This is an optimization exercise on Yosys and OpenROAD, whose aim is small area, a short achievable clock period and few clock cycles, not a production implementation. Only simulation tests tie the RTL to the original design; equivalence was not proved.

==> trial 12: inputs <==
==> flow/design.v <==
module register_file (
    input  logic        clk,
    input  logic        rst_n,
    input  logic [4:0]  rs,
    input  logic [4:0]  rt,
    input  logic        we,       
    input  logic [4:0]  waddr,
    input  logic [31:0] wdata,
    output logic [31:0] rs_data,
    output logic [31:0] rt_data
);
    logic [31:0] regs [1:31];
    logic [31:1] vld;
    always_ff @(posedge clk) begin
        if (we) regs[waddr] <= wdata;
    end
    always_ff @(posedge clk or negedge rst_n) begin
        if (!rst_n)
            vld <= '0;
        else if (we)
            vld[waddr] <= 1'b1;
    end
    always_comb begin
        rs_data = '0;
        rt_data = '0;
        for (int i = 1; i < 32; i++) begin
            rs_data = rs_data | ({32{rs == i[4:0] && vld[i]}} & regs[i]);
            rt_data = rt_data | ({32{rt == i[4:0] && vld[i]}} & regs[i]);
        end
    end
endmodule
module mips_core #(
    parameter logic [31:0] RESET_PC = 32'h0000_0000
) (
    input  logic        clk,
    input  logic        rst_n,
    output logic [31:0] imem_addr,
    input  logic [31:0] imem_data,
    output logic        wb_cyc,
    output logic        wb_stb,
    output logic        wb_we,
    output logic [31:0] wb_adr,
    output logic [31:0] wb_dat_w,
    input  logic [31:0] wb_dat_r,
    input  logic        wb_ack,
    output logic        rf_we,
    output logic [4:0]  rf_waddr,
    output logic [31:0] rf_wdata
);
    logic [29:0] pc;                  
    logic        d_valid;
    logic [31:0] d_instr;
    logic [29:0] d_pc;
    logic        d_pred;              
    logic        e_wr;                
    logic        e_ld;                
    logic        e_mem;               
    logic        e_st;                
    logic        e_br;                
    logic        e_bne;
    logic        e_pred;
    logic        e_k0;                
    logic        e_k1;                
    logic        e_sub, e_and, e_or, e_slt;
    logic        e_fwda, e_fwdb, e_fwds;
    logic [4:0]  e_dest;
    logic [31:0] e_a, e_b, e_sd;
    logic [29:0] e_alt;               
    logic        m_wr;
    logic        m_ld;
    logic [4:0]  m_dest;
    logic [31:0] m_result;
    logic        b_cyc;
    logic        b_we;
    logic [31:0] b_adr;
    logic [31:0] b_dat;
    logic        w_we;
    logic [4:0]  w_dest;
    logic [31:0] w_data;
    logic        ex_hold;             
    logic        mem_hold;            
    logic        load_use;            
    logic        kill_id;             
    logic        redir;               
    assign mem_hold = m_ld && !wb_ack;
    assign ex_hold  = !wb_ack && (m_ld || (e_mem && b_cyc));
    logic [5:0]  f_op;
    logic        f_bwd;
    logic [16:0] f_lo;
    logic [13:0] f_hi_m1;
    logic [29:0] f_tgt;
    logic [29:0] pc_inc;
    logic        if_adv;
    assign imem_addr = {pc, 2'b00};
    assign pc_inc    = pc + 30'd1;
    assign f_op    = imem_data[31:26];
    assign f_bwd   = (f_op[5:1] == 5'b00010) && imem_data[15];
    assign f_lo    = {1'b0, pc[15:0]} + {1'b0, imem_data[15:0]} + 17'd1;
    assign f_hi_m1 = pc[29:16] - 14'd1;
    assign f_tgt   = {f_lo[16] ? pc[29:16] : f_hi_m1, f_lo[15:0]};
    assign if_adv = !ex_hold && !load_use;
    always_ff @(posedge clk or negedge rst_n) begin
        if (!rst_n) begin
            pc      <= RESET_PC[31:2];
            d_valid <= 1'b0;
        end else if (redir) begin
            pc      <= e_alt;
            d_valid <= 1'b0;
        end else if (if_adv) begin
            pc      <= f_bwd ? f_tgt : pc_inc;
            d_valid <= 1'b1;
        end
    end
    always_ff @(posedge clk) begin
        if (if_adv) begin
            d_instr <= imem_data;
            d_pc    <= pc;
            d_pred  <= f_bwd;
        end
    end
    logic [5:0]  op, fn;
    logic [4:0]  rs, rt, rd, dest;
    logic        is_r, is_addi, is_lw, is_sw, is_br;
    logic        wr_nz, use_rs, use_rt, alu_src;
    logic [31:0] imm;
    logic [31:0] rf_a, rf_b, id_a, id_rt;
    logic        m_hit_a, m_hit_b, w_hit_a, w_hit_b;
    logic [31:0] m_val;
    logic        id_go;
    assign op  = d_instr[31:26];
    assign fn  = d_instr[5:0];
    assign rs  = d_instr[25:21];
    assign rt  = d_instr[20:16];
    assign rd  = d_instr[15:11];
    assign imm = {{16{d_instr[15]}}, d_instr[15:0]};
    assign is_r    = (op == 6'h00) && (fn == 6'h20 || fn == 6'h22 || fn == 6'h24
                                    || fn == 6'h25 || fn == 6'h2a);
    assign is_addi = (op == 6'h08);
    assign is_lw   = (op == 6'h23);
    assign is_sw   = (op == 6'h2b);
    assign is_br   = (op[5:1] == 5'b00010);
    assign alu_src = is_addi || is_lw || is_sw;
    assign dest    = is_r ? rd : rt;
    assign wr_nz   = (is_r || is_addi || is_lw) && (dest != 5'd0);
    assign use_rs  = is_r || alu_src || is_br;
    assign use_rt  = is_r || is_sw || is_br;
    register_file u_rf (
        .clk (clk), .rst_n (rst_n),
        .rs (rs), .rt (rt),
        .we (w_we), .waddr (w_dest), .wdata (w_data),
        .rs_data (rf_a), .rt_data (rf_b)
    );
    assign m_val   = m_ld ? wb_dat_r : m_result;
    assign m_hit_a = m_wr && (m_dest == rs);
    assign m_hit_b = m_wr && (m_dest == rt);
    assign w_hit_a = w_we && (w_dest == rs);
    assign w_hit_b = w_we && (w_dest == rt);
    assign id_a    = m_hit_a ? m_val : w_hit_a ? w_data : rf_a;
    assign id_rt   = m_hit_b ? m_val : w_hit_b ? w_data : rf_b;
    assign load_use = d_valid && e_ld && ((use_rs && rs == e_dest) || (use_rt && rt == e_dest));
    assign id_go = d_valid && !load_use && !kill_id;
    logic [31:0] opa, opb, sd, opb_x, sum, res;
    logic        lt, eq, taken;
    logic        e_ex_a_fwd, e_ex_b_fwd;
    assign opa   = e_fwda ? m_result : e_a;
    assign opb   = e_fwdb ? m_result : e_b;
    assign sd    = e_fwds ? m_result : e_sd;
    assign opb_x = opb ^ {32{e_sub}};
    assign sum   = opa + opb_x + {31'd0, e_sub};
    assign lt    = (opa[31] ^ opb[31]) ? opa[31] : sum[31];
    assign res   = e_and ? (opa & opb) :
                   e_or  ? (opa | opb) :
                   e_slt ? {31'd0, lt} : sum;
    assign eq    = (opa == opb);
    assign taken = e_bne ? !eq : eq;
    always_comb begin
        kill_id = 1'b0;
        redir   = 1'b0;
        if (e_br && !ex_hold) begin
            if (taken && !e_pred) begin
                if (!e_k0) begin
                    kill_id = 1'b1;
                    redir   = !(e_k1 && !d_pred);   
                end
            end else if (!taken && e_pred) begin
                kill_id = 1'b1;
                redir   = 1'b1;
            end
        end
    end
    always_ff @(posedge clk or negedge rst_n) begin
        if (!rst_n) begin
            e_wr  <= 1'b0;
            e_ld  <= 1'b0;
            e_mem <= 1'b0;
            e_br  <= 1'b0;
        end else if (!ex_hold) begin
            e_wr  <= id_go && wr_nz;
            e_ld  <= id_go && is_lw && (rt != 5'd0);
            e_mem <= id_go && (is_lw || is_sw);
            e_br  <= id_go && is_br;
        end
    end
    always_ff @(posedge clk) begin
        if (!ex_hold) begin
            e_st   <= is_sw;
            e_bne  <= op[0];
            e_pred <= d_pred;
            e_k0   <= (d_instr[15:0] == 16'd0);
            e_k1   <= (d_instr[15:0] == 16'd1);
            e_sub  <= is_r && (fn == 6'h22 || fn == 6'h2a);
            e_and  <= is_r && (fn == 6'h24);
            e_or   <= is_r && (fn == 6'h25);
            e_slt  <= is_r && (fn == 6'h2a);
            e_dest <= dest;
            e_alt  <= d_pc + 30'd1 + (d_pred ? 30'd0 : imm[29:0]);
            e_fwda <= e_wr && !e_ld && (e_dest == rs);
            e_fwdb <= e_wr && !e_ld && (e_dest == rt) && !alu_src;
            e_fwds <= e_wr && !e_ld && (e_dest == rt);
            e_a    <= id_a;
            e_b    <= alu_src ? imm : id_rt;
            e_sd   <= id_rt;
        end else begin
            e_fwda <= 1'b0;
            e_fwdb <= 1'b0;
            e_fwds <= 1'b0;
            e_a    <= opa;
            e_b    <= opb;
            e_sd   <= sd;
        end
    end
    logic push;
    assign push = !ex_hold && e_mem;
    always_ff @(posedge clk or negedge rst_n) begin
        if (!rst_n) begin
            m_wr  <= 1'b0;
            m_ld  <= 1'b0;
            b_cyc <= 1'b0;
        end else begin
            if (!mem_hold) begin
                m_wr <= !ex_hold && e_wr;
                m_ld <= !ex_hold && e_ld;
            end
            if (push)
                b_cyc <= 1'b1;
            else if (wb_ack)
                b_cyc <= 1'b0;
        end
    end
    always_ff @(posedge clk) begin
        if (!ex_hold) begin
            m_dest   <= e_dest;
            m_result <= res;
        end
        if (push) begin
            b_we  <= e_st;
            b_adr <= sum;
            b_dat <= sd;
        end
    end
    assign wb_cyc   = b_cyc;
    assign wb_stb   = b_cyc;
    assign wb_we    = b_we;
    assign wb_adr   = b_adr;
    assign wb_dat_w = b_dat;
    always_ff @(posedge clk or negedge rst_n) begin
        if (!rst_n)
            w_we <= 1'b0;
        else
            w_we <= !mem_hold && m_wr;
    end
    always_ff @(posedge clk) begin
        if (!mem_hold && m_wr) begin
            w_dest <= m_dest;
            w_data <= m_val;
        end
    end
    assign rf_we    = w_we;
    assign rf_waddr = w_dest;
    assign rf_wdata = w_data;
endmodule
==> flow/run.sh <==
#!/bin/bash
# synth_recipe.tcl (not shown) runs the flow's synth.tcl, then flattens the netlist and writes it again
# the make line also repeats each setting of config.mk as NAME=value (left out here)
make -C /OpenROAD-flow-scripts/flow DESIGN_CONFIG=/design/flow/config.mk WORK_HOME=/design/flow/orfs CLKGATE_MAP_FILE= SYNTH_SCRIPT=/design/flow/synth_recipe.tcl finish
==> flow/config.mk <==
export PLATFORM = sky130hd
export DESIGN_NAME = mips_core
export DESIGN_NICKNAME = mips_core
export VERILOG_FILES = /design/flow/design.v
export SDC_FILE = /design/flow/constraint.sdc
export NUM_CORES = 4
export LEC_CHECK = 0
export CAP_MARGIN = 20
export CORE_MARGIN = 2
export CORE_UTILIZATION = 45
export PLACE_DENSITY = 0.6
export SETUP_SLACK_MARGIN = 5
export SLEW_MARGIN = 20
==> flow/constraint.sdc <==
create_clock -name core_clock -period 9.0 [get_ports {clk}]
set_input_delay 1.8000 -clock core_clock [delete_from_list [all_inputs] [get_ports {clk}]]
set_output_delay 1.8000 -clock core_clock [all_outputs]
set_load 0.01 [all_outputs]
==> inputs of build 82, as changes to trial 12 <==
--- a/flow/design.v
+++ b/flow/design.v
@@ -57,2 +57,3 @@
     logic        e_mem;               
+    logic        e_iss;               
     logic        e_st;                
@@ -64,3 +65,4 @@
     logic        e_sub, e_and, e_or, e_slt;
-    logic        e_fwda, e_fwdb, e_fwds;
+    logic        e_fwda, e_fwdb, e_fwds;      
+    logic        e_wfwda, e_wfwdb, e_wfwds;   
     logic [4:0]  e_dest;
@@ -69,3 +71,4 @@
     logic        m_wr;
-    logic        m_ld;
+    logic        m_ld;                
+    logic        m_lb;                
     logic [4:0]  m_dest;
@@ -85,7 +88,7 @@
     assign mem_hold = m_ld && !wb_ack;
-    assign ex_hold  = !wb_ack && (m_ld || (e_mem && b_cyc));
+    assign ex_hold  = !wb_ack && (m_ld || (e_mem && !e_iss && b_cyc));
     logic [5:0]  f_op;
-    logic        f_bwd;
+    logic        f_br, f_same, f_bwd;
     logic [16:0] f_lo;
-    logic [13:0] f_hi_m1;
+    logic [13:0] f_hi_m1, f_hi_p1;
     logic [29:0] f_tgt;
@@ -96,6 +99,10 @@
     assign f_op    = imem_data[31:26];
-    assign f_bwd   = (f_op[5:1] == 5'b00010) && imem_data[15];
+    assign f_br    = (f_op[5:1] == 5'b00010);
+    assign f_same  = (imem_data[25:21] == imem_data[20:16]);
+    assign f_bwd   = f_br && (f_same ? !f_op[0] : imem_data[15]);
     assign f_lo    = {1'b0, pc[15:0]} + {1'b0, imem_data[15:0]} + 17'd1;
     assign f_hi_m1 = pc[29:16] - 14'd1;
-    assign f_tgt   = {f_lo[16] ? pc[29:16] : f_hi_m1, f_lo[15:0]};
+    assign f_hi_p1 = pc[29:16] + 14'd1;
+    assign f_tgt   = {imem_data[15] ? (f_lo[16] ? pc[29:16] : f_hi_m1)
+                                    : (f_lo[16] ? f_hi_p1 : pc[29:16]), f_lo[15:0]};
     assign if_adv = !ex_hold && !load_use;
@@ -126,3 +133,3 @@
     logic [31:0] rf_a, rf_b, id_a, id_rt;
-    logic        m_hit_a, m_hit_b, w_hit_a, w_hit_b;
+    logic        e_hit_a, e_hit_b, m_hit_a, m_hit_b;
     logic [31:0] m_val;
@@ -149,12 +156,12 @@
         .rs (rs), .rt (rt),
-        .we (w_we), .waddr (w_dest), .wdata (w_data),
+        .we (m_wr && !mem_hold), .waddr (m_dest), .wdata (m_val),
         .rs_data (rf_a), .rt_data (rf_b)
     );
-    assign m_val   = m_ld ? wb_dat_r : m_result;
+    assign m_val   = m_ld ? wb_dat_r : m_lb ? b_dat : m_result;
+    assign e_hit_a = e_wr && !e_ld && (e_dest == rs);
+    assign e_hit_b = e_wr && !e_ld && (e_dest == rt);
     assign m_hit_a = m_wr && (m_dest == rs);
     assign m_hit_b = m_wr && (m_dest == rt);
-    assign w_hit_a = w_we && (w_dest == rs);
-    assign w_hit_b = w_we && (w_dest == rt);
-    assign id_a    = m_hit_a ? m_val : w_hit_a ? w_data : rf_a;
-    assign id_rt   = m_hit_b ? m_val : w_hit_b ? w_data : rf_b;
+    assign id_a    = rf_a;
+    assign id_rt   = rf_b;
     assign load_use = d_valid && e_ld && ((use_rs && rs == e_dest) || (use_rt && rt == e_dest));
@@ -164,5 +171,5 @@
     logic        e_ex_a_fwd, e_ex_b_fwd;
-    assign opa   = e_fwda ? m_result : e_a;
-    assign opb   = e_fwdb ? m_result : e_b;
-    assign sd    = e_fwds ? m_result : e_sd;
+    assign opa   = e_fwda ? m_result : e_wfwda ? w_data : e_a;
+    assign opb   = e_fwdb ? m_result : e_wfwdb ? w_data : e_b;
+    assign sd    = e_fwds ? m_result : e_wfwds ? w_data : e_sd;
     assign opb_x = opb ^ {32{e_sub}};
@@ -195,4 +202,6 @@
             e_mem <= 1'b0;
+            e_iss <= 1'b0;
             e_br  <= 1'b0;
         end else if (!ex_hold) begin
+            e_iss <= early_push;
             e_wr  <= id_go && wr_nz;
@@ -216,5 +225,8 @@
             e_alt  <= d_pc + 30'd1 + (d_pred ? 30'd0 : imm[29:0]);
-            e_fwda <= e_wr && !e_ld && (e_dest == rs);
-            e_fwdb <= e_wr && !e_ld && (e_dest == rt) && !alu_src;
-            e_fwds <= e_wr && !e_ld && (e_dest == rt);
+            e_fwda  <= e_hit_a;
+            e_fwdb  <= e_hit_b && !alu_src;
+            e_fwds  <= e_hit_b;
+            e_wfwda <= m_hit_a && !e_hit_a;
+            e_wfwdb <= m_hit_b && !e_hit_b && !alu_src;
+            e_wfwds <= m_hit_b && !e_hit_b;
             e_a    <= id_a;
@@ -223,5 +235,8 @@
         end else begin
-            e_fwda <= 1'b0;
-            e_fwdb <= 1'b0;
-            e_fwds <= 1'b0;
+            e_fwda  <= 1'b0;
+            e_fwdb  <= 1'b0;
+            e_fwds  <= 1'b0;
+            e_wfwda <= 1'b0;
+            e_wfwdb <= 1'b0;
+            e_wfwds <= 1'b0;
             e_a    <= opa;
@@ -231,4 +246,6 @@
     end
-    logic push;
-    assign push = !ex_hold && e_mem;
+    logic early_push, late_push;
+    assign early_push = !ex_hold && d_valid && is_lw && (rs == 5'd0) && !e_br
+                      && !(e_mem && !e_iss) && (!b_cyc || wb_ack);
+    assign late_push  = !ex_hold && e_mem && !e_iss;
     always_ff @(posedge clk or negedge rst_n) begin
@@ -237,2 +254,3 @@
             m_ld  <= 1'b0;
+            m_lb  <= 1'b0;
             b_cyc <= 1'b0;
@@ -241,5 +259,6 @@
                 m_wr <= !ex_hold && e_wr;
-                m_ld <= !ex_hold && e_ld;
+                m_ld <= !ex_hold && e_ld && !(e_iss && wb_ack);
+                m_lb <= !ex_hold && e_ld && e_iss && wb_ack;
             end
-            if (push)
+            if (early_push || late_push)
                 b_cyc <= 1'b1;
@@ -250,11 +269,16 @@
     always_ff @(posedge clk) begin
-        if (!ex_hold) begin
-            m_dest   <= e_dest;
-            m_result <= res;
-        end
-        if (push) begin
+        if (!mem_hold)
+            m_dest <= e_dest;
+        m_result <= res;
+        if (late_push) begin
             b_we  <= e_st;
             b_adr <= sum;
+        end else if (early_push) begin
+            b_we  <= 1'b0;
+            b_adr <= imm;
+        end
+        if (late_push)
             b_dat <= sd;
-        end
+        else if (e_iss && wb_ack)
+            b_dat <= wb_dat_r;
     end
@@ -272,6 +296,4 @@
     always_ff @(posedge clk) begin
-        if (!mem_hold && m_wr) begin
-            w_dest <= m_dest;
-            w_data <= m_val;
-        end
+        w_dest <= m_dest;
+        w_data <= m_val;
     end
==> flow/flow/run.sh (new file) <==
#!/bin/bash
# Standard layout (the standard.sh, unchanged synthesis), except that
#  - the port buffers are plain buf_2 cells (repair may still resize them)
set -euo pipefail
bash standard.sh "SETUP_SLACK_MARGIN=5.3" \
    "BUFFER_PORTS_ARGS=-buffer_cell sky130_fd_sc_hd__buf_2" \
    finish > standard.log 2>&1
==> flow/standard.sh (new file) <==
#!/bin/bash
# synth_recipe.tcl (not shown) runs the flow's synth.tcl, then flattens the netlist and writes it again
# the make line also repeats each setting of config.mk as NAME=value (left out here)
make -C /OpenROAD-flow-scripts/flow DESIGN_CONFIG=/design/flow/config.mk WORK_HOME=/design/flow/orfs CLKGATE_MAP_FILE= SYNTH_SCRIPT=/design/flow/synth_recipe.tcl "${@:-finish}"
removed: flow/run.sh
==> impl_metrics.toml <==
[run_status]
status = "complete, no violations"

[layout]
buf_share_pct = 4.682
multi_input_area_share_pct = 32.41

[hold_path]
hold_start = "u_rf.vld[2]"

[pwr]
switching_share_pct = 27.31

[timing]
slew_headroom_pct = 13.93
skew_ns = 0.04623
post-route-min-period_ns = 3.937

[worst_setup_path]
critical_path.startpoint = "e_wfwda"

[synth]
async_reset_ff_share_pct = 5.099
synth_simple_gate_area_share_pct = 8.343
synth_common_cells = "edfxtp_1 (1169), a22oi_1 (496), a21oi_1 (299)"

[placement]
dp_cells = 7083
the above is filed under build 82

==> impl_metrics.toml <==
[synth]
async_reset_ff_share_pct = 4.975
synth_simple_gate_area_share_pct = 7.634
synth_top_family_by_area = "compound AO/OA/AOI/OAI gates"

[layout]
fin_cells = 7148
antenna_cells = 4
buf_share_pct = 5.260
multi_input_area_share_pct = 30.35

[pwr]
total_power_mw = 15.49
powerDensity_mw_per_mm2 = 205.0
switching_share_pct = 25.10

[placement]
dpl-instance-area_mm2 = 0.06935
dp_cells = 6806

[timing]
slew_headroom_pct = 6.212
post-route-min-period_ns = 4.255
skew_ns = 0.04396

[run_status]
status = "complete, no violations"

[worst_setup_path]
critical_path.startpoint = "d_instr[21]"
critPathMaxStageDelay_ns = 1.13

[floorplan]
initial_core_util_pct = 45.23

[hold_path]
hold_start = "e_st"
the above is filed under trial 12

Testbench counts of trial 12, summed over its fixed seeds: cycles 6,079.
Testbench counts of build 82, summed over its fixed seeds: cycles 5,824.

==> what the ideal ports hide <==
In the flow no input, the clock included, has a driving cell. The finished layouts below were timed again as built, in two steps.
Step 1 assumes that a clkbuf_16 drives the clock port and a buf_2 every other input.
Step 2 also shifts input and output timing later by t, the mid clock arrival at the registers, as if the neighbouring blocks saw the same clock.
Slacks: no drivers / after step 1 / after step 2; pairs: no drivers / after step 1.
run | shift t [ns] | setup slack, ns | latest minus earliest clock arrival (ns) | slew at the worst register clock pin (ns) | worst data-port slew with drivers (ns)
trial 12 | 0.866 | 4.745 / 4.745 / 4.306 | 0.055 / 0.056 | 0.07 / 0.07 | 0.07
build 82 | 0.861 | 5.063 / 5.063 / 4.469 | 0.055 / 0.055 | 0.07 / 0.07 | 0.11
After both steps setup and hold are still met in every run listed. The setup slack of build 82, which loses most, moves by 0.000 ns with the drivers and by -0.594 ns with both steps.
